This is an optimization exercise on Yosys and OpenROAD, whose aim is small area, a short achievable clock period and few clock cycles per item, not a production implementation. The RTL was checked by simulation tests, not by an equivalence proof against the original design.

<file path="flow/design.v">
package chacha_pkg;
    localparam int CHACHA_ROUNDS    = 20;
    localparam int CHACHA_REQ_DEPTH = 2;
    localparam int CHACHA_BLK_DEPTH = 2;   
    localparam logic [31:0] CHACHA_CONST0 = 32'h61707865;
    localparam logic [31:0] CHACHA_CONST1 = 32'h3320646e;
    localparam logic [31:0] CHACHA_CONST2 = 32'h79622d32;
    localparam logic [31:0] CHACHA_CONST3 = 32'h6b206574;
    typedef logic [31:0] word_t;
    typedef word_t [15:0] chacha_state_t;
    typedef struct packed {
        logic [255:0] key;
        logic [31:0]  counter;
        logic [95:0]  nonce;
    } chacha_req_t;
    typedef logic [511:0] block_t;
endpackage
`timescale 1ns/1ps
module quarter_round (
    input  logic [31:0] a,
    input  logic [31:0] b,
    input  logic [31:0] c,
    input  logic [31:0] d,
    output logic [31:0] a_out,
    output logic [31:0] b_out,
    output logic [31:0] c_out,
    output logic [31:0] d_out
);
    function automatic logic [31:0] rotl(input logic [31:0] x, input int n);
        rotl = (x << n) | (x >> (32 - n));
    endfunction
    logic [31:0] a1, b1, c1, d1;
    always_comb begin
        a1 = a + b;
        d1 = rotl(d ^ a1, 16);
        c1 = c + d1;
        b1 = rotl(b ^ c1, 12);
        a_out = a1 + b1;
        d_out = rotl(d1 ^ a_out, 8);
        c_out = c1 + d_out;
        b_out = rotl(b1 ^ c_out, 7);
    end
endmodule
`timescale 1ns/1ps
module block_fifo #(
    parameter int WIDTH = 512,
    parameter int DEPTH = 2
) (
    input  logic     clk,
    input  logic     rst_n,
    input  logic     push,
    input  logic [WIDTH-1:0] din,
    input  logic     pop,
    output logic [WIDTH-1:0] dout,
    output logic     empty,
    output logic     full,
    output logic     credit_return
);
    localparam int AW = (DEPTH > 1) ? $clog2(DEPTH) : 1;
    localparam int CNTW = $clog2(DEPTH + 1);
    localparam logic [AW-1:0] LAST = AW'(DEPTH - 1);
    logic [WIDTH-1:0] mem [DEPTH];
    logic [AW-1:0]   wr_ptr, rd_ptr;
    logic [CNTW-1:0] count;
    logic            wr_en, rd_en;
    assign empty = (count == '0);
    assign full  = (count == CNTW'(DEPTH));
    assign wr_en = push && !full;
    assign rd_en = pop && !empty;
    assign dout  = mem[rd_ptr];
    assign credit_return = rd_en;   
    always_ff @(posedge clk) begin
        if (wr_en) mem[wr_ptr] <= din;
    end
    always_ff @(posedge clk or negedge rst_n) begin
        if (!rst_n) begin
            wr_ptr <= '0;
            rd_ptr <= '0;
            count  <= '0;
        end else begin
            if (wr_en) wr_ptr <= (wr_ptr == LAST) ? '0 : wr_ptr + 1'b1;
            if (rd_en) rd_ptr <= (rd_ptr == LAST) ? '0 : rd_ptr + 1'b1;
            if (wr_en && !rd_en) count <= count + 1'b1;
            else if (rd_en && !wr_en) count <= count - 1'b1;
        end
    end
endmodule
`timescale 1ns/1ps
import chacha_pkg::*;
module chacha_core (
    input  logic        clk,
    input  logic        rst_n,
    input  logic        req_empty,
    input  chacha_pkg::chacha_req_t req,
    output logic        req_pop,
    output logic        blk_push,
    output logic [511:0]      blk,
    input  logic        credit_return
);
    localparam int ROUNDS = CHACHA_ROUNDS;
    localparam int RCW = $clog2(ROUNDS + 1);
    localparam int CW = $clog2(CHACHA_BLK_DEPTH + 1);
    localparam logic [RCW-1:0] LAST_ROUND = RCW'(ROUNDS);
    localparam logic [CW-1:0] INIT_CREDITS = CW'(CHACHA_BLK_DEPTH);
    logic [15:0][31:0] init_state;
    logic [15:0][31:0] init_copy;
    logic [15:0][31:0] work_state;
    logic [15:0][31:0] round_out;
    logic [RCW-1:0] round_cnt;
    logic [CW-1:0]  credits;
    logic           busy;
    logic           diag;   
    logic [31:0] qa [4];
    logic [31:0] qb [4];
    logic [31:0] qc [4];
    logic [31:0] qd [4];
    assign init_state = {req.nonce, req.counter, req.key,
                         CHACHA_CONST3, CHACHA_CONST2, CHACHA_CONST1, CHACHA_CONST0};
    assign diag     = round_cnt[0];
    assign req_pop  = !req_empty && !busy && (credits != '0);
    assign blk_push = busy && (round_cnt == LAST_ROUND);
    for (genvar i = 0; i < 4; i++) begin : g_qr
        quarter_round qr (
            .a     (work_state[i]),
            .b     (diag ? work_state[4 + (i + 1) % 4] : work_state[4 + i]),
            .c     (diag ? work_state[8 + (i + 2) % 4] : work_state[8 + i]),
            .d     (diag ? work_state[12 + (i + 3) % 4] : work_state[12 + i]),
            .a_out (qa[i]),
            .b_out (qb[i]),
            .c_out (qc[i]),
            .d_out (qd[i])
        );
    end
    always_comb begin
        round_out = work_state;
        for (int i = 0; i < 4; i++) begin
            round_out[i] = qa[i];
            if (diag) begin
                round_out[4 + (i + 1) % 4]  = qb[i];
                round_out[8 + (i + 2) % 4]  = qc[i];
                round_out[12 + (i + 3) % 4] = qd[i];
            end else begin
                round_out[4 + i]  = qb[i];
                round_out[8 + i]  = qc[i];
                round_out[12 + i] = qd[i];
            end
        end
    end
    always_comb begin
        for (int j = 0; j < 16; j++) begin
            blk[32*j +: 32] = work_state[j] + init_copy[j];   
        end
    end
    always_ff @(posedge clk or negedge rst_n) begin
        if (!rst_n) begin
            busy      <= 1'b0;
            round_cnt <= '0;
        end else if (req_pop) begin
            busy      <= 1'b1;
            round_cnt <= '0;
        end else if (blk_push) begin
            busy <= 1'b0;
        end else if (busy) begin
            round_cnt <= round_cnt + 1'b1;
        end
    end
    always_ff @(posedge clk) begin
        if (req_pop) begin
            work_state <= init_state;
            init_copy  <= init_state;
        end else if (busy && !blk_push) begin
            work_state <= round_out;
        end
    end
    always_ff @(posedge clk or negedge rst_n) begin
        if (!rst_n) begin
            credits <= INIT_CREDITS;
        end else if (req_pop && !credit_return) begin
            credits <= credits - 1'b1;
        end else if (!req_pop && credit_return) begin
            credits <= credits + 1'b1;
        end
    end
endmodule
`timescale 1ns/1ps
module word_serializer (
    input  logic   clk,
    input  logic   rst_n,
    input  logic   blk_empty,
    input  logic [511:0] blk,
    output logic   blk_pop,
    output logic   ks_valid,
    output logic [31:0]  ks_word,
    input  logic   ks_ready
);
    logic [15:0][31:0] held;
    logic [3:0]    word_idx;
    logic          last_xfer;
    assign last_xfer = ks_valid && ks_ready && (word_idx == 4'd15);
    assign blk_pop = !blk_empty && (!ks_valid || last_xfer);
    assign ks_word = held[word_idx];
    always_ff @(posedge clk) begin
        if (blk_pop) held <= blk;
    end
    always_ff @(posedge clk or negedge rst_n) begin
        if (!rst_n) begin
            ks_valid <= 1'b0;
            word_idx <= '0;
        end else if (blk_pop) begin
            ks_valid <= 1'b1;
            word_idx <= '0;
        end else if (last_xfer) begin
            ks_valid <= 1'b0;
        end else if (ks_valid && ks_ready) begin
            word_idx <= word_idx + 1'b1;
        end
    end
endmodule
`timescale 1ns/1ps
import chacha_pkg::*;
module chacha_top (
    input  logic        clk,
    input  logic        rst_n,
    input  logic        req_valid,
    output logic        req_ready,
    input  logic [383:0] req,   
    output logic        ks_valid,
    output logic [31:0]       ks_word,
    input  logic        ks_ready
);
    chacha_pkg::chacha_req_t req_head;
    logic        req_empty, req_full, req_pop;
    logic [511:0]      blk_in, blk_head;
    logic        blk_push, blk_pop, blk_empty, credit_return;
    assign req_ready = !req_full;
    block_fifo #(.WIDTH(384), .DEPTH(CHACHA_REQ_DEPTH)) req_fifo (
        .clk, .rst_n,
        .push (req_valid), .din (req),
        .pop (req_pop), .dout (req_head),
        .empty (req_empty), .full (req_full),
        .credit_return ()
    );
    chacha_core core (
        .clk, .rst_n,
        .req_empty, .req (req_head), .req_pop,
        .blk_push, .blk (blk_in), .credit_return
    );
    block_fifo #(.WIDTH(512), .DEPTH(CHACHA_BLK_DEPTH)) blk_fifo (
        .clk, .rst_n,
        .push (blk_push), .din (blk_in),
        .pop (blk_pop), .dout (blk_head),
        .empty (blk_empty), .full (),
        .credit_return
    );
    word_serializer serializer (
        .clk, .rst_n,
        .blk_empty, .blk (blk_head), .blk_pop,
        .ks_valid, .ks_word, .ks_ready
    );
endmodule
</file>
<file path="flow/run.sh">
#!/bin/bash
# synth_recipe.tcl (not shown) runs the flow's synth.tcl, then flattens the netlist and writes it again
# the make line also repeats each setting of config.mk as NAME=value (left out here)
make -C /OpenROAD-flow-scripts/flow DESIGN_CONFIG=/design/flow/config.mk WORK_HOME=/design/flow/orfs CLKGATE_MAP_FILE= SYNTH_SCRIPT=/design/flow/synth_recipe.tcl finish
</file>
<file path="flow/config.mk">
export PLATFORM = sky130hd
export DESIGN_NAME = chacha_top
export DESIGN_NICKNAME = chacha_top
export VERILOG_FILES = /design/flow/design.v
export SDC_FILE = /design/flow/constraint.sdc
export NUM_CORES = 4
export LEC_CHECK = 0
export CAP_MARGIN = 20
export CORE_MARGIN = 2
export CORE_UTILIZATION = 40
export PLACE_DENSITY = 0.6
export SLEW_MARGIN = 20
</file>
<file path="flow/constraint.sdc">
create_clock -name core_clock -period 14.0 [get_ports {clk}]
set_input_delay 2.8000 -clock core_clock [delete_from_list [all_inputs] [get_ports {clk}]]
set_output_delay 2.8000 -clock core_clock [all_outputs]
set_load 0.01 [all_outputs]
</file>
==> results by group <==
Timing
  – Final Hold Vio Count: 0
  – Rel. slew slack: 0.121
  – Tmin final: 13,610 ps
  – FMAX: between 70 and 80 MHz
  – Max-slew violations: 0
  – Setup total negative slack: 0 ps
  – Clock skew: 118 ps
  – Worst Max-Slew Pin Slew: 1310 ps
  – Final Cycle Share: 0.972
  – Min Hold Slack: 497 ps
  – Setup-failing EPs final: 0

Setup path
  – Critical Path Start: core.round_cnt[0]
  – Crit end category: flop
  – Reg2reg setup slack: 390 ps
  – CP startpoint kind: flop
  – Cell family with most CP delay: compound AO/OA/AOI/OAI gates
  – CP Class: flop to flop
  – Crit path max fanout: 13
  – CP Data Arrival Time: 14,340 ps
  – Largest stage delay, worst path: 510 ps
  – Worst path buffer plus inverter count: 17
  – Required @ worst endpoint: around 15,000 ps
  – CP max stage cell: mux2i_1
  – CP dominant cell by count: buf_4
  – Reg2reg start: core.round_cnt[0]

Cells and area
  – End-of-flow core utilization: 0.497
  – Share of layout cells above drive strength 1: 0.263
  – Nets@finish: 17,100
  – Non-Filler Instances: between 20,000 and 25,000
  – Fillers: 38,100
  – Area growth from synthesis to layout: 23.5%

Synthesis
  – Share of the synthesized area in the top cell type: 0.536
  – Mean post-synth cell area: roughly 13 µm²
  – Mapped Area: 0.172 mm²
  – Main synth FF type: edfxtp_1
  – Seq/Total Area, Yosys: 0.554
  – Largest area contributor in the netlist: edfxtp_1
  – Mapped Cells: about 13,000
  – Most instantiated library cell after synthesis: edfxtp_1
  – Register bit count reported by yosys: 3,221
  – Largest cells by area after synthesis: edfxtp_1 (54%), mux2_2 (7.1%), ha_1 (6.4%)
  – Synth cell types: 97
  – Synth cell count leaders: edfxtp_1 (3,072), mux2_2 (1,084), xnor2_1 (945)
  – Post-synth EDFFs: ~3,100
  – Syn_nets: 14,500
  – Yosys warns: 9
  – Synth async-reset ratio: 0.00652

Die
  – Boundary pin count: 422
  – Initial core utilization: 0.402
  – Die Ht: 660 µm
  – Row count: 240
  – Die area: 0.436 mm²
  – Die Wd: ~660 µm
  – Core outline area: 0.428 mm²

Clock tree
  – CTS clock-pin slew for the worst setup and hold paths: 60 ps
  – Num CTS Buffers: 350
  – CTS H-Tree Depth: 5
  – Worst-case clock buffer depth: 4
  – CTS tree: done
  – Hold-fix buffers at CTS: 0
  – Clk Latency, worst-skew pair: 1060 ps
  – CTS Root Cell: clkbuf_16
  – Count of clock tree sinks: 3,221

Place
  – Dpl cells: 21,100
  – Detailed Place HPWL: 764,000 µm
  – Gpl congestion: 1.08
  – Port Buffer Count: 421

Route
  – Total wire length: 911,000 µm
  – DR DRC count: 0
  – Via density: 5.99
  – Drt pass-1 iters: 8
  – Drt first-iter violations: about 20,000
  – DR vias: about 130k
  – Wire per inst: between 40 and 50 µm
  – Remaining antenna violation count: 0

Min path
  – Hold path start: req_fifo.count[1]
  – Hold Path Class: flop to flop

Global routing
  – First-pass GRT wire length: roughly 1,200,000 µm
  – Gr usage total: 0.408
  – GRT overflow: 0
  – Largest net degree at the start of global routing: 137
  – Vias in the first global route: 121,000
  – Antenna violations before repair: 206

Run
  – Max-Cap Viols: 0

Status
  – Run status: timing/DRC/antenna clean
==> state kept, by name, indices dropped and copies added (netlist names), 2 cells and up <==
signal and flops:
core.round_cnt 5, core.init_copy 384, blk_fifo.count 2, core.credits 2
blk_fifo.mem 1024, req_fifo.mem 768, serializer.word_idx 4, serializer.held 512
req_fifo.count 2, core.work_state 512
==> cells in the final DEF, fill, tap and decap left out, types with 479 or more instances in the layout <==
| cell | netlist | final |
|---|---|---|
| a21oi_1 | 785 | 778 |
| buf_4 | 2 | 2133 |
| edfxtp_1 | 3072 | 3072 |
| ha_1 | 878 | 877 |
| mux2_2 | 1084 | 1080 |
| nand2_1 | 733 | 730 |
| nor2_1 | 599 | 595 |
| o21ai_0 | 639 | 632 |
| xnor2_1 | 945 | 879 |
| xor2_1 | 532 | 479 |
==> metrics by stage <==
stage,cell area (µm²),worst slack [ps]
after floorplan,172000,-44.1
after global placement,200000,-557
after detailed placement,201000,-327
after CTS,212000,2.77
after global routing,212000,-24.0
final,213000,389
==> kinds of logic after synthesis <==
logic type,after synthesis,share of synthesized area
DFF,3221,0.554
AOI/OAI and AO/OA,3006,0.113
and+or+nand+nor,2162,0.0577
muxes,1592,0.112
xor gates and xnor gates,1496,0.0774
adders and majority gates,906,0.0671
buffers and inverters,860,0.0189
==> metal layers <==
layer	global-route usage	vias up	part of all wire
li1	-	55600	-
met4	0.239	68	0.070
met5	0	-	0.00055
met1	0.576	67200	0.42
met2	0.569	7541	0.40
met3	0.0981	1355	0.10
==> path summary, 6_finish.rpt <==
kind / to / cells past startpoint
min: req_fifo.count[1] / 1
max: core.work_state[166] / 61
max in group asynchronous: core.round_cnt[0] / 2
min reg2reg: req_fifo.count[1] / 1
min in group asynchronous: serializer.word_idx[2] / 2
max reg2reg: core.work_state[166] / 61
==> cell type report <==
type	count	area (µm²)	area share
flip-flops and latches	3221	95400	0.448
multi-input cells	9162	75000	0.353
well taps	5687	7120	0.0335
diodes	198	495	0.00233
clock buffers	424	9130	0.0429
clock inverters	208	2060	0.00967
inverters	446	1690	0.00794
repair buffers	2635	21800	0.103
==> repair_timing <==
item / in CTS / in global routing
gates resized for setup: 3 / 64
pin swaps: 0 / 7
buffers inserted: 0 / 3
endpoints found under the setup margin: 13 / 84
hold endpoints to repair: 0 / 0
Testbench counts, summed over its fixed seeds: cycles 2,888, blocks 128.

-- separate check: timing with driven ports --
Ports are ideal in the flow. The routed layout listed here was re-timed in OpenROAD. Step 1 assumes that a clkbuf_16 drives the clock port and a buf_2 every other input. Step 2 moves the port delays by t, midway between the first and last clock arrival at a register: inputs arrive t later, outputs are due t later. That takes back most of the time a late clock gives input paths. Three values: ideal ports, drivers, drivers and shift; two values: the first two.
shift t [ns]: 1.134
setup WS [ns]: 0.389 / 0.389 / 0.389
hold WS [ns]: 0.497 / 0.497 / 0.497
pins driven straight from the clock port: 1
After both steps setup and hold are still met in this run. For this run, drivers alone change the setup slack by 0.000 ns; drivers and shift together by 0.000 ns.
